Context: an optimization exercise on an open-source flow, tuned for a short achievable clock period and few clock cycles. The choices shown serve that exercise and are no tape-out recipe.
Only simulation tests tie the RTL to the original design; equivalence was not proved.
No activity file was given, so power comes from the tool's default toggle rates.

[run.sh]
#!/bin/bash
# synth_recipe.tcl (not shown) runs the flow's synth.tcl, then flattens the netlist and writes it again
# the make line also repeats each setting of config.mk as NAME=value (left out here)
make -C /OpenROAD-flow-scripts/flow DESIGN_CONFIG=/design/flow/config.mk WORK_HOME=/design/flow/orfs CLKGATE_MAP_FILE= SYNTH_SCRIPT=/design/flow/synth_recipe.tcl finish
[config.mk]
export PLATFORM = sky130hd
export DESIGN_NAME = lc4_core
export DESIGN_NICKNAME = lc4_core
export VERILOG_FILES = /design/flow/design.v
export SDC_FILE = /design/flow/constraint.sdc
export NUM_CORES = 4
export LEC_CHECK = 0
export CAP_MARGIN = 20
export CORE_MARGIN = 2
export CORE_UTILIZATION = 40
export PLACE_DENSITY = 0.6
export SETUP_SLACK_MARGIN = 2.8
export SLEW_MARGIN = 20
[constraint.sdc]
create_clock -name core_clock -period 5.3 [get_ports {gwe}]
set_input_delay 1.0600 -clock core_clock [delete_from_list [all_inputs] [get_ports {gwe}]]
set_output_delay 1.0600 -clock core_clock [all_outputs]
set_load 0.01 [all_outputs]
[design.v]
`default_nettype none
`default_nettype wire
`default_nettype none
package lc4_isa_pkg;
   typedef enum logic [3:0] {
      OP_BR    = 4'b0000,
      OP_ARITH = 4'b0001,
      OP_AND   = 4'b0101,
      OP_LDR   = 4'b0110,
      OP_STR   = 4'b0111,
      OP_CONST = 4'b1001
   } opcode_e;
   localparam logic [2:0] SUBOP_ADD = 3'b000;
   localparam logic [2:0] SUBOP_SUB = 3'b010;
   localparam logic [2:0] SUBOP_AND = 3'b000;
   typedef struct packed {
      logic n;
      logic z;
      logic p;
   } nzp_t;
   typedef struct packed {
      opcode_e    opcode;
      logic [2:0] rd;
      logic [2:0] rs;
      logic [2:0] subop;
      logic [2:0] rt;
   } r_form_t;
   typedef struct packed {
      opcode_e    opcode;
      logic [2:0] rd;       
      logic [2:0] rs;
      logic [5:0] imm6;     
   } i_form_t;
   typedef struct packed {
      opcode_e    opcode;
      nzp_t       nzp;      
      logic [8:0] imm9;
   } b_form_t;
   typedef union packed {
      r_form_t r_form;
      i_form_t i_form;
      b_form_t b_form;
   } insn_u;
endpackage
`default_nettype wire
`default_nettype none
package lc4_pipe_pkg;
   localparam int RSEL_W = $clog2(8);
   typedef logic [RSEL_W-1:0] rsel_t;
   typedef enum logic [2:0] {
      ALU_ADD,
      ALU_SUB,
      ALU_AND,
      ALU_ADDI,
      ALU_CONST,
      ALU_MEMADDR,       
      ALU_BRTARGET       
   } alu_op_e;
   typedef struct packed {
      rsel_t   rs_sel;
      logic    rs_re;
      rsel_t   rt_sel;
      logic    rt_re;
      rsel_t   wsel;
      logic    regfile_we;
      logic    nzp_we;
      logic    is_load;
      logic    is_store;
      logic    is_branch;
      alu_op_e alu_op;
   } ctrl_t;
   typedef logic [1:0] stall_t;
endpackage
`default_nettype wire
`default_nettype none
module lc4_add #(
   parameter int N = 8
) (
   input  logic [N-1:0] i_a,
   input  logic [N-1:0] i_b,
   input  logic         i_c,
   input  logic         i_and,
   output logic [N-1:0] o_sum,
   output logic         o_c
);
   localparam int M = N + 1;
   localparam int L = $clog2(M);
   logic [M-1:0] h [L+1];     
   logic [M-1:0] t [L+1];     
   logic [M-1:0] a, b, g, tr, x, c;
   always_comb begin
      a  = {i_a, i_c};
      b  = {i_b, i_c};
      g  = a & b;
      tr = a | b;
      x  = a ^ b;
      h[0] = g;
      t[0] = tr;
      for (int l = 1; l <= L; l++) begin
         for (int i = 0; i < M; i++) begin
            if (i >= (1 << (l - 1))) begin
               h[l][i] = h[l-1][i] | (t[l-1][i-1] & h[l-1][i - (1 << (l - 1))]);
               t[l][i] = t[l-1][i] & t[l-1][i - (1 << (l - 1))];
            end else begin
               h[l][i] = h[l-1][i];
               t[l][i] = t[l-1][i];
            end
         end
      end
      c[0] = 1'b0;
      for (int i = 1; i < M; i++) c[i] = tr[i-1] & h[L][i-1];
      o_sum = (i_and ? g[M-1:1] : x[M-1:1]) ^ (c[M-1:1] & {N{!i_and}});
      o_c   = tr[M-1] & h[L][M-1];
   end
endmodule
`default_nettype wire
`default_nettype none
module lc4_core (
   input  logic                   gwe,
   input  logic                   i_rst_n,
   output logic [16-1:0] o_imem_addr,
   input  logic [16-1:0] i_imem_data,
   output logic [16-1:0] o_dmem_addr,
   output logic                   o_dmem_we,
   output logic [16-1:0] o_dmem_wdata,
   input  logic [16-1:0] i_dmem_rdata,
   output logic                   o_wb_valid,
   output logic [16-1:0] o_wb_pc,
   output logic [16-1:0] o_wb_insn,
   output logic                   o_wb_we,
   output lc4_pipe_pkg::rsel_t                  o_wb_wsel,
   output logic [16-1:0] o_wb_data,
   output lc4_pipe_pkg::stall_t                 o_wb_stall
);
   localparam int W = 16;
   localparam int LO = 7;           
   localparam int HI = W - LO;      
   logic [W-1:0] pc_q;
   logic         tk_q, c9_q, s9_q;           
   logic         fix_q, fix_inc;             
   logic [W-1:0] rf [8];
   logic         n_q, z_q, f_q;              
   logic         a_valid, a_alu, a_ld, a_st, a_we, a_and, a_sub, a_const;
   logic         a_rr, a_imm, a_chk, a_chk_late, a_pred, a_c9, a_s9;
   logic         a_fa1, a_fa2m, a_fa2l, a_fb1, a_fb2m, a_fb2l;
   logic         a_fah, a_fbh, a_fsm, a_fsl, a_pa, a_pb;
   logic [2:0]   a_wsel, a_rs, a_rt, a_mask, a_knzp;
   logic [LO-1:0] a_alo, a_blo;
   logic [HI-1:0] a_bimm_hi;
   logic [8:0]   a_tlo;
   logic [W-1:0] a_pc, a_insn, a_next;
   logic         b_valid, b_alu, b_ld, b_st, b_we, b_and, b_sub, b_const;
   logic         b_chk, b_pred, b_cl, b_fah, b_fbh, b_fsm, b_fsl;
   logic [2:0]   b_wsel, b_mask, b_knzp;
   logic [LO-1:0] b_lo;
   logic [HI-1:0] b_ahi, b_bhi;
   logic [W-1:0] b_sdata, b_pc, b_insn, b_next, b_target;
   logic         m_valid, m_we, m_ld, m_st;
   logic [2:0]   m_wsel;
   logic [W-1:0] m_res, m_sdata, m_pc, m_insn;
   logic [W-1:0] ld_data;
   assign ld_data = i_dmem_rdata;
   logic [2:0] nzp;
   assign nzp = {n_q, z_q, f_q && !n_q && !z_q};
   logic         m_wr;
   logic [7:0]   m_wen;          
   logic [W-1:0] m_val;
   assign m_wr  = m_valid && m_we;
   assign m_val = m_ld ? ld_data : m_res;
   logic [W-1:0] iw;
   assign iw = i_imem_data;
   assign o_imem_addr = pc_q;
   logic [3:0] p_op;
   logic [2:0] p_rd, p_rs, p_rt, p_mask;
   logic p_valid, p_brm, p_br, p_addi, p_rr, p_sub, p_and, p_ld, p_st, p_const;
   logic p_alu, p_we, p_rd_rs, p_rd_rt, p_imm;
   assign p_valid = !fix_q;
   assign p_op    = iw[15:12];
   assign p_rd    = iw[11:9];
   assign p_rs    = iw[8:6];
   assign p_rt    = iw[2:0];
   assign p_mask  = iw[11:9];
   assign p_brm   = (p_op == 4'h0) && (p_mask != 3'b000);
   assign p_br    = p_brm && (iw[8:0] != 9'd0);
   assign p_addi  = (p_op == 4'h1) && iw[5];
   assign p_rr    = (p_op == 4'h1) && !iw[5] && !iw[3];
   assign p_sub   = (p_op == 4'h1) && !iw[5] && (iw[4:3] == 2'b10);
   assign p_and   = (p_op == 4'h5) && (iw[5:3] == 3'b000);
   assign p_ld    = (p_op == 4'h6);
   assign p_st    = (p_op == 4'h7);
   assign p_const = (p_op == 4'h9);
   assign p_alu   = p_addi | p_rr | p_and | p_const;    
   assign p_we    = p_alu | p_ld;
   assign p_rd_rs = p_addi | p_rr | p_and | p_ld | p_st;
   assign p_rd_rt = p_rr | p_and;
   assign p_imm   = p_addi | p_ld | p_st | p_const;
   logic [W-1:0] p_immv;
   always_comb begin
      if (p_addi)             p_immv = W'(signed'(iw[4:0]));
      else if (p_ld | p_st)   p_immv = W'(signed'(iw[5:0]));
      else                    p_immv = W'(signed'(iw[8:0]));
   end
   logic a_alu_v, a_ld_v, b_alu_v, b_ld_v;
   assign a_alu_v = a_valid && a_alu;
   assign a_ld_v  = a_valid && a_ld;
   assign b_alu_v = b_valid && b_alu;
   assign b_ld_v  = b_valid && b_ld;
   logic p_hit_a_rs, p_hit_a_rt, p_hit_a_rd, p_hit_b_rs, p_hit_b_rt;
   assign p_hit_a_rs = a_valid && a_we && p_rs == a_wsel;
   assign p_hit_a_rt = a_valid && a_we && p_rt == a_wsel;
   assign p_hit_a_rd = a_valid && a_we && p_rd == a_wsel;
   assign p_hit_b_rs = b_valid && b_we && p_rs == b_wsel;
   assign p_hit_b_rt = b_valid && b_we && p_rt == b_wsel;
   logic [LO-1:0] p_rs_lo, p_rt_lo;
   assign p_rs_lo = (m_wr && m_wsel == p_rs) ? m_val[LO-1:0] : rf[p_rs][LO-1:0];
   assign p_rt_lo = (m_wr && m_wsel == p_rt) ? m_val[LO-1:0] : rf[p_rt][LO-1:0];
   logic p_fa1, p_fa2, p_fb1, p_fb2;
   assign p_fa1 = p_rd_rs && p_hit_a_rs;
   assign p_fa2 = p_rd_rs && !p_hit_a_rs && p_hit_b_rs;
   assign p_fb1 = p_rd_rt && p_hit_a_rt;
   assign p_fb2 = p_rd_rt && !p_hit_a_rt && p_hit_b_rt;
   logic [LO-1:0] p_alo, p_blo;
   always_comb begin
      p_alo = (p_const || p_fa1 || p_fa2) ? '0 : p_rs_lo;
      if (p_rd_rt)  p_blo = (p_fb1 || p_fb2) ? '0 : p_sub ? ~p_rt_lo : p_rt_lo;
      else          p_blo = p_immv[LO-1:0];
   end
   logic [W-1:0] p_next;
   logic [9:0]   p_lo;
   assign p_next = pc_q + W'(1);
   lc4_add #(.N(9)) u_add_tgt (.i_a(pc_q[8:0]), .i_b(iw[8:0]), .i_c(1'b1), .i_and(1'b0),
                               .o_sum(p_lo[8:0]), .o_c(p_lo[9]));
   logic [2:0] p_knzp;
   assign p_knzp = iw[8] ? 3'b100 : (iw[8:0] == 9'd0) ? 3'b010 : 3'b001;
   logic p_exact, p_unk_a, p_unk_b, p_chk_a, p_chk_b, p_taken, p_guess;
   logic [2:0] p_nzp;
   always_comb begin
      p_unk_a = 1'b0;      
      p_unk_b = 1'b0;      
      p_nzp   = nzp;
      if (a_alu_v) begin
         if (a_const)  p_nzp = a_knzp;
         else          p_unk_b = p_mask != 3'b111;
         if (!a_const) p_nzp = 3'b111;
      end else if (b_alu_v) begin
         if (b_const)  p_nzp = b_knzp;
         else          p_unk_a = p_mask != 3'b111;
         if (!b_const) p_nzp = 3'b111;
      end
      p_exact = !(p_unk_a || p_unk_b);
      p_chk_a = p_unk_a && p_br;
      p_chk_b = p_unk_b && p_br;
      p_guess = (p_mask == 3'b101) || (iw[8] && p_mask != 3'b010);
      p_taken = p_valid && (p_op == 4'h0) &&
                (p_exact ? |(p_mask & p_nzp) : (p_mask != 3'b000 && p_guess));
   end
   logic a_act, a_mis, b_act, b_mis;
   logic [W-1:0] a_target;
   logic [6:0]   a_hi;
   assign a_hi     = (a_c9 && !a_s9) ? a_pc[W-1:9] + 7'd1 :
                     (!a_c9 && a_s9) ? a_pc[W-1:9] - 7'd1 : a_pc[W-1:9];
   assign a_target = {a_hi, a_tlo};
   assign a_act    = |(a_mask & nzp);
   assign a_mis    = a_valid && a_chk && (a_act != a_pred);
   assign b_act    = |(b_mask & nzp);
   assign b_mis    = b_valid && b_chk && (b_act != b_pred);
   logic a_wait;
   assign a_wait = a_valid && (a_pa || a_pb);
   logic p_go, a_go;
   assign p_go = p_valid && !a_wait && !a_mis && !b_mis;
   assign a_go = a_valid && !a_wait && !b_mis;
   logic [6:0] fix_hi;
   assign fix_q   = tk_q && (c9_q != s9_q);
   assign fix_inc = c9_q;
   assign fix_hi  = fix_inc ? pc_q[W-1:9] + 7'd1 : pc_q[W-1:9] - 7'd1;
   logic         pc_use_alt;
   logic [W-1:0] pc_alt;
   always_comb begin
      pc_use_alt = b_mis || a_mis || fix_q || a_wait;
      if (b_mis)       pc_alt = b_act ? b_target : b_next;
      else if (a_mis)  pc_alt = a_act ? a_target : a_next;
      else if (fix_q)  pc_alt = {fix_hi, pc_q[8:0]};
      else             pc_alt = pc_q;
   end
   always_ff @(posedge gwe) begin
      if (!i_rst_n)        pc_q <= 16'h8200;
      else if (pc_use_alt) pc_q <= pc_alt;
      else if (p_taken)    pc_q <= {pc_q[W-1:9], p_lo[8:0]};
      else                 pc_q <= p_next;
   end
   always_ff @(posedge gwe) begin
      if (!i_rst_n) begin
         tk_q <= 1'b0;
      end else begin
         tk_q <= p_go && p_taken;
      end
   end
   always_ff @(posedge gwe) begin
      c9_q  <= p_lo[9];
      s9_q  <= iw[8];
   end
   always_ff @(posedge gwe) begin
      if (!i_rst_n || (!p_go && !a_wait)) begin
         a_valid    <= 1'b0;
         a_alu      <= 1'b0;
         a_ld       <= 1'b0;
         a_st       <= 1'b0;
         a_we       <= 1'b0;
         a_chk      <= 1'b0;
         a_chk_late <= 1'b0;
      end else if (!a_wait) begin
         a_valid    <= 1'b1;
         a_alu      <= p_alu;
         a_ld       <= p_ld;
         a_st       <= p_st;
         a_we       <= p_we;
         a_chk      <= p_chk_a;
         a_chk_late <= p_chk_b;
      end
   end
   always_ff @(posedge gwe) begin
      if (a_wait) begin
         a_alo  <= a_x;
         a_blo  <= a_y;
         a_fa1  <= 1'b0;
         a_fa2m <= 1'b0;
         a_fa2l <= a_pa;
         a_fb1  <= 1'b0;
         a_fb2m <= 1'b0;
         a_fb2l <= a_pb;
         a_pa   <= 1'b0;
         a_pb   <= 1'b0;
         a_fah  <= 1'b0;
         a_fbh  <= 1'b0;
         a_fsm  <= 1'b0;
         a_fsl  <= 1'b0;
      end else begin
         a_alo  <= p_alo;
         a_blo  <= p_blo;
         a_fa1  <= p_fa1 && a_alu;
         a_fa2m <= p_fa2 && b_alu;
         a_fa2l <= p_fa2 && b_ld;
         a_fb1  <= p_fb1 && a_alu;
         a_fb2m <= p_fb2 && b_alu;
         a_fb2l <= p_fb2 && b_ld;
         a_pa   <= p_fa1 && a_ld && a_valid && p_valid;
         a_pb   <= p_fb1 && a_ld && a_valid && p_valid;
         a_fah  <= p_fa1 && a_alu;
         a_fbh  <= p_fb1 && a_alu;
         a_fsm  <= p_hit_a_rd && a_alu;
         a_fsl  <= p_hit_a_rd && a_ld;
      end
   end
   always_ff @(posedge gwe) if (!a_wait) begin
      a_and     <= p_and;
      a_sub     <= p_sub;
      a_const   <= p_const;
      a_rr      <= p_rd_rt;
      a_imm     <= p_imm;
      a_knzp    <= p_knzp;
      a_wsel    <= p_rd;
      a_rs      <= p_rs;
      a_rt      <= p_rt;
      a_mask    <= p_mask;
      a_pred    <= p_taken;
      a_c9      <= p_lo[9];
      a_s9      <= iw[8];
      a_tlo     <= p_lo[8:0];
      a_bimm_hi <= p_immv[W-1:LO];
      a_pc      <= pc_q;
      a_insn    <= iw;
      a_next    <= p_next;
   end
   logic [LO-1:0] a_x, a_y, a_subm;
   logic [LO:0]   a_sum;
   logic [LO-1:0] a_res;
   assign a_subm = {LO{a_sub}};
   assign a_x = a_alo | (b_lo & {LO{a_fa1}}) | (m_res[LO-1:0] & {LO{a_fa2m}}) |
                (ld_data[LO-1:0] & {LO{a_fa2l}});
   assign a_y = a_blo | ((b_lo ^ a_subm) & {LO{a_fb1}}) |
                ((m_res[LO-1:0] ^ a_subm) & {LO{a_fb2m}}) |
                ((ld_data[LO-1:0] ^ a_subm) & {LO{a_fb2l}});
   lc4_add #(.N(LO)) u_add_lo (.i_a(a_x), .i_b(a_y), .i_c(a_sub), .i_and(a_and),
                              .o_sum(a_sum[LO-1:0]), .o_c(a_sum[LO]));
   assign a_res = a_sum[LO-1:0];
   logic [W-1:0] a_rs_v, a_rt_v, a_rd_v;
   assign a_rs_v = (m_wr && m_wsel == a_rs) ? m_val : rf[a_rs];
   assign a_rt_v = (m_wr && m_wsel == a_rt) ? m_val : rf[a_rt];
   assign a_rd_v = (m_wr && m_wsel == a_wsel) ? m_val : rf[a_wsel];
   logic [HI-1:0] a_ahi, a_bhi;
   always_comb begin
      a_ahi = (a_const || a_fah) ? '0 : a_rs_v[W-1:LO];
      if (a_rr)  a_bhi = a_fbh ? '0 : a_sub ? ~a_rt_v[W-1:LO] : a_rt_v[W-1:LO];
      else       a_bhi = a_bimm_hi;
   end
   always_ff @(posedge gwe) begin
      if (!i_rst_n || !a_go) begin
         b_valid <= 1'b0;
         b_alu   <= 1'b0;
         b_ld    <= 1'b0;
         b_st    <= 1'b0;
         b_we    <= 1'b0;
         b_chk   <= 1'b0;
      end else begin
         b_valid <= 1'b1;
         b_alu   <= a_alu;
         b_ld    <= a_ld;
         b_st    <= a_st;
         b_we    <= a_we;
         b_chk   <= a_chk_late;
      end
   end
   always_ff @(posedge gwe) begin
      b_and    <= a_and;
      b_sub    <= a_sub;
      b_const  <= a_const;
      b_knzp   <= a_knzp;
      b_wsel   <= a_wsel;
      b_mask   <= a_mask;
      b_pred   <= a_pred;
      b_cl     <= a_sum[LO];
      b_lo     <= a_res;
      b_ahi    <= a_ahi;
      b_bhi    <= a_bhi;
      b_fah    <= a_fah;
      b_fbh    <= a_fbh;
      b_sdata  <= (a_fsm || a_fsl) ? '0 : a_rd_v;
      b_fsm    <= a_fsm;
      b_fsl    <= a_fsl;
      b_pc     <= a_pc;
      b_insn   <= a_insn;
      b_next   <= a_next;
      b_target <= a_target;
   end
   logic [HI-1:0] b_x, b_y, b_subm, b_sum, b_hi;
   logic [W-1:0] b_sd;
   assign b_subm = {HI{b_sub}};
   assign b_x  = b_ahi | (m_res[W-1:LO] & {HI{b_fah}});
   assign b_y  = b_bhi | ((m_res[W-1:LO] ^ b_subm) & {HI{b_fbh}});
   logic b_co;
   lc4_add #(.N(HI)) u_add_hi (.i_a(b_x), .i_b(b_y), .i_c(b_cl), .i_and(b_and),
                              .o_sum(b_sum), .o_c(b_co));
   assign b_hi = b_sum;
   assign b_sd = b_sdata | (m_res & {W{b_fsm}}) | (ld_data & {W{b_fsl}});
   logic b_zero;
   assign b_zero = (b_lo == '0) &&
                   (b_and ? ((b_x & b_y) == '0)
                          : ((b_x ^ b_y) == {b_x[HI-2:0] | b_y[HI-2:0], b_cl}));
   always_ff @(posedge gwe) begin
      if (!i_rst_n) begin
         m_valid <= 1'b0;
         m_we    <= 1'b0;
         m_wen   <= '0;
         m_ld    <= 1'b0;
         m_st    <= 1'b0;
      end else begin
         m_valid <= b_valid;
         for (int i = 0; i < 8; i++) m_wen[i] <= b_valid && b_we && b_wsel == 3'(i);
         m_we    <= b_valid && b_we;
         m_ld    <= b_valid && b_ld;
         m_st    <= b_valid && b_st;
      end
   end
   always_ff @(posedge gwe) begin
      m_wsel  <= b_wsel;
      m_res   <= {b_hi, b_lo};
      m_sdata <= b_sd;
      m_pc    <= b_pc;
      m_insn  <= b_insn;
   end
   assign o_dmem_addr  = m_res;
   assign o_dmem_we    = m_st;
   assign o_dmem_wdata = m_sdata;
   always_ff @(posedge gwe) begin
      for (int i = 0; i < 8; i++) begin
         if (!i_rst_n) begin
            rf[i] <= '0;
         end else if (m_wen[i]) begin
            rf[i] <= m_val;
         end
      end
   end
   always_ff @(posedge gwe) begin
      if (!i_rst_n) begin
         n_q <= 1'b0;
         z_q <= 1'b0;
         f_q <= 1'b0;
      end else if (b_valid && b_alu) begin
         n_q <= b_hi[HI-1];
         z_q <= b_zero;
         f_q <= 1'b1;
      end
   end
   logic         ret_w, ret_w_d;    
   logic         o_valid_q, o_we_q;
   logic [2:0]   o_wsel_q;
   logic [W-1:0] o_pc_q, o_insn_q, o_data_q;
   assign ret_w_d = ret_w ? m_valid : (m_valid && m_ld);
   always_ff @(posedge gwe) begin
      if (!i_rst_n) begin
         ret_w     <= 1'b0;
         o_valid_q <= 1'b0;
         o_we_q    <= 1'b0;
      end else begin
         ret_w     <= ret_w_d;
         o_valid_q <= ret_w_d ? m_valid : (b_valid && !b_ld);
         o_we_q    <= ret_w_d ? m_wr    : (b_valid && b_we && !b_ld);
      end
   end
   always_ff @(posedge gwe) begin
      o_wsel_q <= ret_w_d ? m_wsel : b_wsel;
      o_pc_q   <= ret_w_d ? m_pc   : b_pc;
      o_insn_q <= ret_w_d ? m_insn : b_insn;
      o_data_q <= ret_w_d ? m_val  : {b_hi, b_lo};
   end
   assign o_wb_valid = o_valid_q;
   assign o_wb_pc    = o_pc_q;
   assign o_wb_insn  = o_insn_q;
   assign o_wb_we    = o_we_q;
   assign o_wb_wsel  = o_wsel_q;
   assign o_wb_data  = o_data_q;
   assign o_wb_stall = 2'd0;
endmodule
`default_nettype wire
==> impl_metrics.yaml, run 1 <==
logic_synthesis:
  syn_inst: 2487
  synth_edf_count: 68
  ys_warn_count: 8
  synthFlopType: "dfxtp_1"
  syn_avg_cell_area_um2: 9.29
  synth-async-reset-ratio_pct: 0
  syn-cell-area_um2: 23100
  synth_seq_cells: 499
  ys_types: 87
  ys_seq_area_share_pct: 46.2
layout:
  largest_register_ffs: 128
  top_register: "rf"
  final_nets: 2703
  drive_gt1_share_pct: 16.9
  syn_to_final_growth_pct: 20.7
  fillers: 5311
  fin_cells: 3412
sta:
  tns_ps: 0
  timing.final.crit_share_pct: 48.1
  hold_violations: 0
  period_minus_slack_ps: 2550
  max_freq_mhz: 393
  maxSlewHeadroom_pct: 36.7
  report.final.slew_viol_count: 0
  grt_setup_unrepaired: "yes"
  worst_pin_slew_ps: 948
  holdWs_ps: 330
  skew_ps: 44.5
  finalSetupViolCount: 0
placed_design:
  dp_cells: 3259
  routabilityCongestion: 0.947
  hpwl_mm: 52.0
  portBuffers: 135
critical_path:
  path_max_fanout: 5
  slowest_delay_ps: 270
  r2r_start: "b_lo[1]$_DFF_P_"
  worstPathRequired_ps: 5820
  start_kind: "primary input"
  worstSetupPathType: "primary input to flip-flop"
  cpMaxStageDelayCell: "a222oi_1"
  r2r_cells: 12
  crit_path_cell_trace: "buf_2, a222oi_1, nand2b_1, a21oi_2, inv_2, ha_4, nor2_4, a211oi_4, o31ai_4, nor2_1, o31ai_2, xnor2_1, mux2_4"
  path_buf_inv: 2
  ff2ff_setup_slack_ps: 2760
  setup.worst_path.start: "i_dmem_rdata[1]"
  arrival_ps: 3070
  end_kind: "flip-flop"
  reg2reg_to: "b_lo[6]$_DFF_P_"
  crit_family: "compound AO/OA/AOI/OAI gates"
clock_network:
  clockBufferDepth: 3
  cts_sinks: 499
  clock_latency_ps: 640
  cts_buffers: 53
  cts-htree-levels: 2
  postCtsHoldBufs: 0
  root_buffer: "clkbuf_16"
  clk_pin_slew_ps: 60
  cts_tree: "yes"
worst_hold_path:
  hold_path.class: "flip-flop to flip-flop"
  worstHoldEndpoint: "m_insn[6]$_DFF_P_"
  holdPathStages: 0
  hp-start: "b_insn[6]$_DFF_P_"
floorplanning:
  rows: 88
  die_height_um: 244
  core_um2: 57400
  die_area_um2: 59700
  start_util_pct: 40.3
  die_w_um: 244
  io_pins: 138
routing:
  drc_errors: 0
  ant_nets: 0
  drtIter0Drc: 2063
  routed_wire_length_per_instance_um: 22.5
  drt_first_pass_iters: 8
  routed_wl_mm: 76.7
  vias_per_cell: 5.78
  num_vias: 19700
global_routing:
  grt_pass1_wl_mm: 116
  track_usage_pct: 25.1
  overflow: 0
  antenna_found_initial: 3
  grt_max_degree: 81
  grt_pass1_vias: 19100
power_and_ir_drop:
  leakage_nw: 10.9
  power_density_nw_per_um2: 323
  ir_worst_vdd_mv: 0.299
job:
  maxCapViolations: 0
run_status:
  status: "timing/DRC/antenna clean"
## where the power goes
part	switching [mW]	internal (mW)
Clock	1.63	2.17
Combinational	0.641	0.419
Sequential	0.142	4.01
Total	2.41	6.60
## worst register-to-register path: stages, from the launching register on
cell      delay (ps)
dfxtp_1          400
a222oi_1         410
nand2b_1         120
a21oi_2          180
inv_2             60
ha_4             160
nor2_4           130
a211oi_4          80
o31ai_4          230
nor2_1            90
o31ai_2          200
xnor2_1          100
mux2_4           270
## placed cells by master, fill, tap and decap left out, drive strengths merged, types with 16 or more instances in the layout
| cell | synthesis | routed |
|---|---|---|
| o221ai | 23 | 23 |
| nand3 | 54 | 54 |
| inv | 84 | 84 |
| a211oi | 149 | 149 |
| nand2b | 48 | 48 |
| a221o | 23 | 23 |
| clkinv | 1 | 21 |
| mux2 | 41 | 41 |
| dfxtp | 431 | 431 |
| mux2i | 75 | 75 |
| xnor2 | 49 | 49 |
| or2 | 19 | 19 |
| clkbuf | 127 | 77 |
| dlygate4sd2 | 0 | 105 |
| a21oi | 99 | 99 |
| nor2b | 25 | 25 |
| nand2 | 259 | 259 |
| nor2 | 272 | 272 |
| and2 | 16 | 16 |
| a221oi | 17 | 17 |
| nor3 | 26 | 26 |
| o211ai | 16 | 16 |
| a22oi | 33 | 33 |
| o21ai | 107 | 107 |
| buf | 56 | 116 |
| xor2 | 63 | 63 |
| edfxtp | 68 | 68 |
| and3 | 18 | 18 |
| ha | 64 | 64 |
| o22ai | 26 | 26 |
| a21o | 16 | 16 |
## final cells by class
class	count	area (µm²)	area share, %
multi-input cells	1721	12000	43.0
flip-flops and latches	499	10800	38.7
repair buffers	243	2030	7.28
clock buffers	71	1480	5.29
well taps	765	957	3.43
inverters	85	352	1.26
clock inverters	27	307	1.10
diodes	1	2.50	0.00897
## stage by stage
step	setup WS (ps)	instance area [µm²]	util (%)	power (mW)
after floorplan	2300	23400	-	4.77
after global placement	1500	25300	44.0	5.25
after detailed placement	1480	25300	44.0	5.26
after CTS	2410	27400	47.7	9.01
after global routing	2590	27900	48.6	9.30
final	2750	27900	48.6	9.01
## Yosys cell counts (5+ instances only)
cell type    n  area [µm²]
ha_1        64         801
nor2b_1     25         156
a221o_1     23         230
o31a_1       5        43.8
and2_1      16         100
nor2_1     269        1010
xnor2_1     49         429
o31ai_1     15         113
or2_2       13        81.3
nand4_1     10        62.6
nand3_1     53         265
a21oi_1     96         480
o21ai_0    100         500
a22o_1      14         123
nand3b_1     6        45.0
mux4_2      15         338
or3_1        7        43.8
a21o_1      16         120
nand2_1    258         968
o211ai_1    16         120
inv_1       81         304
o2bb2ai_1    7        61.3
a221oi_1    17         149
mux2i_1     75         751
mux2_2      41         462
a22oi_1     33         248
o21ai_1      7        35.0
clkbuf_1   127         477
buf_2       33         165
edfxtp_1    68        2040
a31oi_1     11        68.8
a211oi_1   148        1110
and3_1      18         113
o22ai_1     26         163
dfxtp_1    431        8630
nor4_1      11        68.8
buf_1       13        48.8
o2111ai_1   11        96.3
o221ai_1    23         201
a222oi_1     7        70.1
nand2b_1    48         300
buf_4        9        67.6
nor3_1      24         120
o21a_1       5        37.5
xor2_1      63         552
## layer usage
layer  wire length (µm)  GRT usage, %  vias to the layer above
met4               2820          9.97                        2
met5                 10             0                        -
met1              32300          32.7                     9548
li1                   -             -                     9138
met2              36400          41.8                      845
met3               5130          3.71                      172
## cell families after synthesis
group | Yosys count | share of synthesized area (%)
other cells | 1 | 0.0162
fa+ha+maj | 67 | 3.68
flops | 499 | 46.2
buf+inv | 268 | 4.71
mux | 131 | 6.71
xor+xnor | 112 | 4.25
simple gates | 793 | 15.8
compound gates | 616 | 18.6
## how the worst max path moves through the flow
stage	end	slack (ps)	depth (start not counted)
3_5_place_dp	pc_q[7]$_SDFFE_PN0P_	1480	7
5_1_grt	b_lo[6]$_DFF_P_	2590	13
2_1_floorplan	b_lo[6]$_DFF_P_	2300	12
4_1_cts	b_lo[6]$_DFF_P_	2410	11
6_report	b_lo[6]$_DFF_P_	2750	13
3_3_place_gp	b_lo[6]$_DFF_P_	1500	13
## repair_timing
item                                    in CTS  in global routing
resized for setup                          239                111
pin swaps                                   14                 42
buffers inserted                            30                 24
hold endpoints to repair                     0                  0
endpoints found under the setup margin     250                100
Testbench counts, summed over its fixed seeds: cycles 8,725.
==> run 2: changes to the inputs <==
--- a/design.v
+++ b/design.v
@@ -143,5 +143,5 @@
    logic         a_valid, a_alu, a_ld, a_st, a_we, a_and, a_sub, a_const;
    logic         a_rr, a_imm, a_chk, a_chk_late, a_pred, a_c9, a_s9;
-   logic         a_fa1, a_fa2m, a_fa2l, a_fb1, a_fb2m, a_fb2l;
+   logic         a_fa1, a_fa2l, a_fb1, a_fb2l;
    logic         a_fah, a_fbh, a_fsm, a_fsl, a_pa, a_pb;
    logic [2:0]   a_wsel, a_rs, a_rt, a_mask, a_knzp;
@@ -220,8 +220,11 @@
    assign p_fb1 = p_rd_rt && p_hit_a_rt;
    assign p_fb2 = p_rd_rt && !p_hit_a_rt && p_hit_b_rt;
-   logic [LO-1:0] p_alo, p_blo;
+   logic [LO-1:0] p_alo, p_blo, p_rt_lv;
    always_comb begin
-      p_alo = (p_const || p_fa1 || p_fa2) ? '0 : p_rs_lo;
-      if (p_rd_rt)  p_blo = (p_fb1 || p_fb2) ? '0 : p_sub ? ~p_rt_lo : p_rt_lo;
+      if (p_const || p_fa1 || (p_fa2 && b_ld))  p_alo = '0;
+      else if (p_fa2)                           p_alo = b_lo;
+      else                                      p_alo = p_rs_lo;
+      p_rt_lv = p_fb2 ? b_lo : p_rt_lo;
+      if (p_rd_rt)  p_blo = (p_fb1 || (p_fb2 && b_ld)) ? '0 : p_sub ? ~p_rt_lv : p_rt_lv;
       else          p_blo = p_immv[LO-1:0];
    end
@@ -324,8 +327,6 @@
          a_blo  <= a_y;
          a_fa1  <= 1'b0;
-         a_fa2m <= 1'b0;
          a_fa2l <= a_pa;
          a_fb1  <= 1'b0;
-         a_fb2m <= 1'b0;
          a_fb2l <= a_pb;
          a_pa   <= 1'b0;
@@ -339,8 +340,6 @@
          a_blo  <= p_blo;
          a_fa1  <= p_fa1 && a_alu;
-         a_fa2m <= p_fa2 && b_alu;
          a_fa2l <= p_fa2 && b_ld;
          a_fb1  <= p_fb1 && a_alu;
-         a_fb2m <= p_fb2 && b_alu;
          a_fb2l <= p_fb2 && b_ld;
          a_pa   <= p_fa1 && a_ld && a_valid && p_valid;
@@ -376,8 +375,6 @@
    logic [LO-1:0] a_res;
    assign a_subm = {LO{a_sub}};
-   assign a_x = a_alo | (b_lo & {LO{a_fa1}}) | (m_res[LO-1:0] & {LO{a_fa2m}}) |
-                (ld_data[LO-1:0] & {LO{a_fa2l}});
+   assign a_x = a_alo | (b_lo & {LO{a_fa1}}) | (ld_data[LO-1:0] & {LO{a_fa2l}});
    assign a_y = a_blo | ((b_lo ^ a_subm) & {LO{a_fb1}}) |
-                ((m_res[LO-1:0] ^ a_subm) & {LO{a_fb2m}}) |
                 ((ld_data[LO-1:0] ^ a_subm) & {LO{a_fb2l}});
    lc4_add #(.N(LO)) u_add_lo (.i_a(a_x), .i_b(a_y), .i_c(a_sub), .i_and(a_and),
==> run 2 against run 1 <==
Final area increased by 1.4%; highest routed layer is now met4; critical path depth down 3; critical endpoint is now n_q$_SDFFE_PN0N_; sequential power barely moved; critical path type is now flip-flop to flip-flop.
==> impl_metrics.yaml, run 2 <==
logic_synthesis:
  synth_edf_count: 68
  ys_types: 94
  syn_avg_cell_area_um2: 9.37
  synth-async-reset-ratio_pct: 0
  synthFlopType: "dfxtp_1"
  syn-cell-area_um2: 23300
  ys_warn_count: 8
  syn_inst: 2488
  ys_seq_area_share_pct: 45.6
  synth_seq_cells: 497
  yosys.area.top_type_share_pct: 36.8
  yosysTopAreaCell: "dfxtp_1"
  synth_most_common_cell: "dfxtp_1"
  netlist_top_cells_count: "dfxtp_1 (429), nor2_1 (267), nand2_1 (234), a211oi_1 (152), clkbuf_1 (124)"
  yosys-top-cells-area: "dfxtp_1 (37%), edfxtp_1 (8.8%), a211oi_1 (4.9%)"
placed_design:
  dp_cells: 3239
  pre_cts_ws_ps: 1230
  portBuffers: 135
  placed_cell_area_um2: 25400
  hpwl_mm: 51.2
  routabilityCongestion: 0.944
floorplanning:
  rows: 88
  core_um2: 57700
  die_w_um: 245
  die_height_um: 245
  io_pins: 138
  start_util_pct: 40.4
  die_area_um2: 60200
power_and_ir_drop:
  ir_worst_vdd_mv: 0.267
  leakage_nw: 10.9
  power_density_nw_per_um2: 319
  finalPower_mw: 9.02
clock_network:
  clk_pin_slew_ps: 60
  cts-htree-levels: 2
  cts_tree: "yes"
  cts_buffers: 54
  clock_latency_ps: 650
  root_buffer: "clkbuf_16"
  clockBufferDepth: 3
  cts_sinks: 497
sta:
  holdWs_ps: 340
  skew_ps: 40.8
  timing.final.crit_share_pct: 52.3
  tns_ps: 0
  period_minus_slack_ps: 2770
  finalSetupViolCount: 0
  max_freq_mhz: 361
  maxSlewHeadroom_pct: 33.7
  report.final.slew_viol_count: 0
  hold_violations: 0
  grt_setup_unrepaired: "yes"
  worst_pin_slew_ps: 994
  timing.final.ws_setup_ps: 2530
routing:
  vias_per_cell: 5.90
  ant_nets: 0
  num_vias: 20100
  drtIter0Drc: 1766
  routed_wl_mm: 78.0
  drc_errors: 0
  routed_wire_length_per_instance_um: 22.9
  drt_first_pass_iters: 6
critical_path:
  worstPathRequired_ps: 5800
  path_max_fanout: 7
  arrival_ps: 3270
  worstSetupPathType: "flip-flop to flip-flop"
  end_kind: "flip-flop"
  start_kind: "flip-flop"
global_routing:
  grt_pass1_wl_mm: 119
  track_usage_pct: 25.3
  grt_pass1_vias: 19800
  overflow: 0
  grt_max_degree: 82
  antenna_found_initial: 0
layout:
  drive_gt1_share_pct: 16.4
  top_register: "rf"
  largest_register_ffs: 128
  final_nets: 2690
  final_area_um2: 28300
  fin_cells: 3401
  final_cell_mix: "dfxtp_1 (392), nor2_1 (261), nand2_1 (232)"
  final_common_cell: "dfxtp_1"
  utilization_pct: 49.0
  fillers: 5331
  syn_to_final_growth_pct: 21.3
  n_antenna_cell: 0
run_status:
  status: "timing/DRC/antenna clean"
job:
  maxCapViolations: 0
worst_hold_path:
  hold_path.class: "flip-flop to flip-flop"
[run 2: layout make-up]
cell class | count | area (µm²) | share of cell area [%]
Sequential cell | 497 | 10700 | 37.9
Timing Repair Buffer | 234 | 2100 | 7.43
Tap cell | 765 | 957 | 3.38
Clock buffer | 75 | 1620 | 5.72
Multi-Input combinational cell | 1705 | 12200 | 43.3
Clock inverter | 26 | 251 | 0.889
Inverter | 99 | 394 | 1.39
[run 2: worst paths after layout]
path / start / end / slack, ps / depth (start not counted)
min: a_pc[4]$_DFFE_PN_ / b_pc[4]$_DFF_P_ / 340 / 0
max reg2reg: b_sub$_DFF_P_ / n_q$_SDFFE_PN0N_ / 2530 / 10
min reg2reg: a_pc[4]$_DFFE_PN_ / b_pc[4]$_DFF_P_ / 340 / 0
max: b_sub$_DFF_P_ / n_q$_SDFFE_PN0N_ / 2530 / 10
[run 2: cells by family (layout without fill, tap and decap cells)]
logic type,count (synthesis),count (layout),synth area share (%)
flip-flops,497,497,45.6
adder cells (fa/ha/maj),66,66,3.60
AO/OA/AOI/OAI,639,640,19.5
XOR/XNOR,108,108,4.06
buffers and inverters,288,434,5.02
AND/OR/NAND/NOR,759,759,15.2
other,1,2,0.0161
multiplexers,130,130,7.02
[run 2: report_power, final]
part / internal, mW / switching [mW]
logic: 0.390 / 0.603
registers: 3.99 / 0.143
clock network: 2.25 / 1.65
[run 2: what timing repair did]
action / CTS / global route
gates cloned: 2 / 1
resized for setup: 259 / 75
pin swaps: 32 / 24
hold buffers: 0 / 0
setup endpoints to repair: 248 / 118
buffers inserted: 39 / 18
[run 2: per-layer routing]
metal	vias up	track usage [%]	part of all wire (%)
li1	9222	-	-
met1	9720	32.3	42
met2	901	41.3	47
met3	230	3.98	6.7
met4	0	13.1	4.9
met5	-	0	0
[run 2: worst max-delay path: stages (launching register included)]
cell       delay [ps]
dfxtp_4           410
xor2_1            150
a21o_1            160
inv_1              50
ha_2              210
or4_1             460
a21o_1            210
a2111oi_4         380
nor3b_2           130
o311ai_4          410
a21oi_2           100
Testbench counts of run 2, summed over its fixed seeds: cycles 8,725.
==> run 3: changes to the inputs <==
--- a/design.v
+++ b/design.v
@@ -159,4 +159,5 @@
    logic [2:0]   m_wsel;
    logic [W-1:0] m_res, m_sdata, m_pc, m_insn;
+   logic [HI-1:0] m_hin;         
    logic [W-1:0] ld_data;
    assign ld_data = i_dmem_rdata;
@@ -430,9 +431,8 @@
       b_target <= a_target;
    end
-   logic [HI-1:0] b_x, b_y, b_subm, b_sum, b_hi;
+   logic [HI-1:0] b_x, b_y, b_sum, b_hi;
    logic [W-1:0] b_sd;
-   assign b_subm = {HI{b_sub}};
    assign b_x  = b_ahi | (m_res[W-1:LO] & {HI{b_fah}});
-   assign b_y  = b_bhi | ((m_res[W-1:LO] ^ b_subm) & {HI{b_fbh}});
+   assign b_y  = b_bhi | ((b_sub ? m_hin : m_res[W-1:LO]) & {HI{b_fbh}});
    logic b_co;
    lc4_add #(.N(HI)) u_add_hi (.i_a(b_x), .i_b(b_y), .i_c(b_cl), .i_and(b_and),
@@ -462,4 +462,5 @@
       m_wsel  <= b_wsel;
       m_res   <= {b_hi, b_lo};
+      m_hin   <= ~b_hi;
       m_sdata <= b_sd;
       m_pc    <= b_pc;
==> run 3 against run 2 <==
Global-route usage fell by 0.099 points; final cell count rose by 0.59%; clock-buffer cell count did not move; critical path depth fell by 1; clock power rose by 3%; clock skew fell by 17 ps; combinational power rose by 16%; first-iteration DRC count rose by 10%; highest routed layer unchanged; final area rose by 2.1%; critical endpoint is now z_q$_SDFFE_PN0N_; worst hold slack barely moved.
==> impl_metrics.yaml, run 3 <==
critical_path:
  end_kind: "flip-flop"
  crit_path_cell_trace: "mux2_4, a21o_1, ha_4, xnor2_1, nor4_2, nand4_1, nor4_4, o2111ai_2, a21oi_1"
  crit_family: "simple AND/OR/NAND/NOR gates"
  worstPathRequired_ps: 5850
  worstSetupPathType: "flip-flop to flip-flop"
  slowest_delay_ps: 420
  start_kind: "flip-flop"
  path_buf_inv: 0
  path_max_fanout: 6
  arrival_ps: 3160
  cpMaxStageDelayCell: "dfxtp_4"
logic_synthesis:
  yosysTopAreaCell: "dfxtp_1"
  synth_seq_cells: 506
  ys_warn_count: 8
  yosys.area.top_type_share_pct: 37.5
  syn_avg_cell_area_um2: 9.46
  yosys-top-cells-area: "dfxtp_1 (38%), edfxtp_1 (8.7%), a211oi_1 (4.6%)"
  syn_inst: 2471
  ys_seq_area_share_pct: 46.3
  synth_most_common_cell: "dfxtp_1"
  synthFlopType: "dfxtp_1"
  netlist_top_cells_count: "dfxtp_1 (438), nor2_1 (251), nand2_1 (216), a211oi_1 (143), clkbuf_1 (109)"
  synth-async-reset-ratio_pct: 0
  ys_types: 92
  synth_edf_count: 68
  syn-cell-area_um2: 23400
sta:
  report.final.slew_viol_count: 0
  timing.final.ws_setup_ps: 2690
  maxSlewHeadroom_pct: 25.8
  timing.final.crit_share_pct: 49.3
  skew_ps: 23.9
  grt_setup_unrepaired: "yes"
  tns_ps: 0
  worst_pin_slew_ps: 1080
  period_minus_slack_ps: 2610
  hold_violations: 0
  finalSetupViolCount: 0
  max_freq_mhz: 383
layout:
  final_area_um2: 28900
  largest_register_ffs: 128
  fin_cells: 3421
  drive_gt1_share_pct: 18.9
  final_common_cell: "dfxtp_1"
  top_register: "rf"
  final_cell_mix: "dfxtp_1 (407), nor2_1 (244), nand2_1 (212)"
  n_antenna_cell: 0
  syn_to_final_growth_pct: 23.6
  final_nets: 2714
routing:
  drt_first_pass_iters: 6
  drtIter0Drc: 1942
  routed_wire_length_per_instance_um: 22.9
  vias_per_cell: 5.87
  ant_nets: 0
  routed_wl_mm: 78.3
  drc_errors: 0
  num_vias: 20100
floorplanning:
  die_height_um: 246
  die_area_um2: 60400
  io_pins: 138
  rows: 88
  start_util_pct: 40.5
  core_um2: 57700
  die_w_um: 246
placed_design:
  placed_cell_area_um2: 25400
  hpwl_mm: 51.7
  pre_cts_ws_ps: 1300
  dp_cells: 3237
  routabilityCongestion: 0.978
  portBuffers: 135
global_routing:
  track_usage_pct: 25.2
  overflow: 0
  grt_pass1_vias: 19400
  antenna_found_initial: 0
  grt_max_degree: 72
  grt_pass1_wl_mm: 118
power_and_ir_drop:
  ir_worst_vdd_mv: 0.249
  power_density_nw_per_um2: 326
  leakage_nw: 11.2
clock_network:
  cts-htree-levels: 2
  cts_sinks: 506
  cts_buffers: 55
  cts_tree: "yes"
  clk_pin_slew_ps: 60
  root_buffer: "clkbuf_16"
  clock_latency_ps: 630
  clockBufferDepth: 3
job:
  maxCapViolations: 0
run_status:
  status: "timing/DRC/antenna clean"
worst_hold_path:
  hold_path.class: "flip-flop to flip-flop"
run 3: area by class of cell:
type | instances | area (µm²)
clock inverters | 27 | 304
flip-flops and latches | 506 | 10900
repair buffers | 268 | 2470
fillers | 5316 | 28800
clock buffers | 75 | 1600
well taps | 765 | 957
multi-input cells | 1674 | 12200
inverters | 106 | 459
run 3: kinds of logic (layout without fill, tap and decap cells):
kind of cell | Yosys count | after routing | synth area share, %
and+or+nand+nor | 719 | 719 | 14.3
AOI/OAI and AO/OA | 622 | 623 | 18.9
DFF | 506 | 506 | 46.3
buffers and inverters | 293 | 476 | 5.33
muxes | 155 | 155 | 7.54
xor gates and xnor gates | 105 | 105 | 3.93
adders and majority gates | 70 | 70 | 3.80
other | 1 | 2 | 0.0160
run 3: repair_timing:
action	in CTS	in global routing
buffers inserted	54	23
gates cloned	5	0
hold buffers	0	0
resized for setup	315	75
endpoints found under the setup margin	216	53
pin swaps	47	33
run 3: power by group:
group / leakage (nW) / total (mW) / switching [mW] / internal, mW
combinational: 5.88 / 1.15 / 0.675 / 0.475
sequential: 4.37 / 4.24 / 0.158 / 4.08
clock: 0.947 / 4.01 / 1.64 / 2.37
run 3: per-layer routing:
layer / GRT usage (%) / part of all wire, % / up-vias
met5: 0 / 0 / -
met4: 10.2 / 3.9 / 0
met2: 41.5 / 47 / 900
met3: 3.28 / 7.2 / 187
met1: 33.3 / 42 / 9791
li1: - / - / 9200
run 3: worst paths after layout:
path	startpoint	end	slack [ps]	depth (start not counted)
setup / recovery	b_sub$_DFF_P_	z_q$_SDFFE_PN0N_	2690	9
hold / removal	a_pc[8]$_DFFE_PN_	b_pc[8]$_DFF_P_	340	0
setup reg to reg	b_sub$_DFF_P_	z_q$_SDFFE_PN0N_	2690	9
hold reg to reg	a_pc[8]$_DFFE_PN_	b_pc[8]$_DFF_P_	340	0
run 3: worst register-to-register path: stages (launching register included):
cell and delay [ps]:
dfxtp_4 420, mux2_4 320, a21o_1 230, ha_4 290, xnor2_1 80, nor4_2 330, nand4_1 190, nor4_4 280
o2111ai_2 240, a21oi_1 180
run 3: stage by stage:
stage / total power [mW] / hold slack, ps / util, %
after floorplan: 4.88 / 323 / -
after global placement: 5.36 / 327 / 44.1
after detailed placement: 5.38 / 327 / 44.1
after CTS: 9.41 / 340 / 49.2
after global routing: 9.71 / 345 / 50.1
final: 9.40 / 340 / 50.1
Testbench counts of run 3, summed over its fixed seeds: cycles 8,725.

port drivers added, routing unchanged:
Ports are ideal in the flow. The routed layouts listed here were re-timed in OpenROAD. Step 1 (the two cells are an assumption about what drives the block):
set clk [get_ports {gwe}]
set_driving_cell -lib_cell sky130_fd_sc_hd__clkbuf_16 $clk
set_driving_cell -lib_cell sky130_fd_sc_hd__buf_2 [delete_from_list [all_inputs] $clk]
Step 2 times the ports against the registers' clock, not the clock port: input delays grow and output delays shrink by t, the midpoint of the rising clock arrivals with the driver on. Three values: ideal, step 1, step 2; two values: the first two.
| run | shift t [ns] | setup WS [ns] | worst data-port slew with drivers (ns) |
|---|---|---|---|
| run 1 | 0.681 | 2.752 / 2.758 / 2.092 | 0.09 |
| run 2 | 0.686 | 2.530 / 2.530 / 2.156 | 0.06 |
| run 3 | 0.679 | 2.689 / 2.689 / 2.061 | 0.05 |
After both steps setup and hold are still met in every run listed. The setup slack of run 1, which loses most, moves by +0.006 ns with the drivers and by -0.660 ns with both steps.
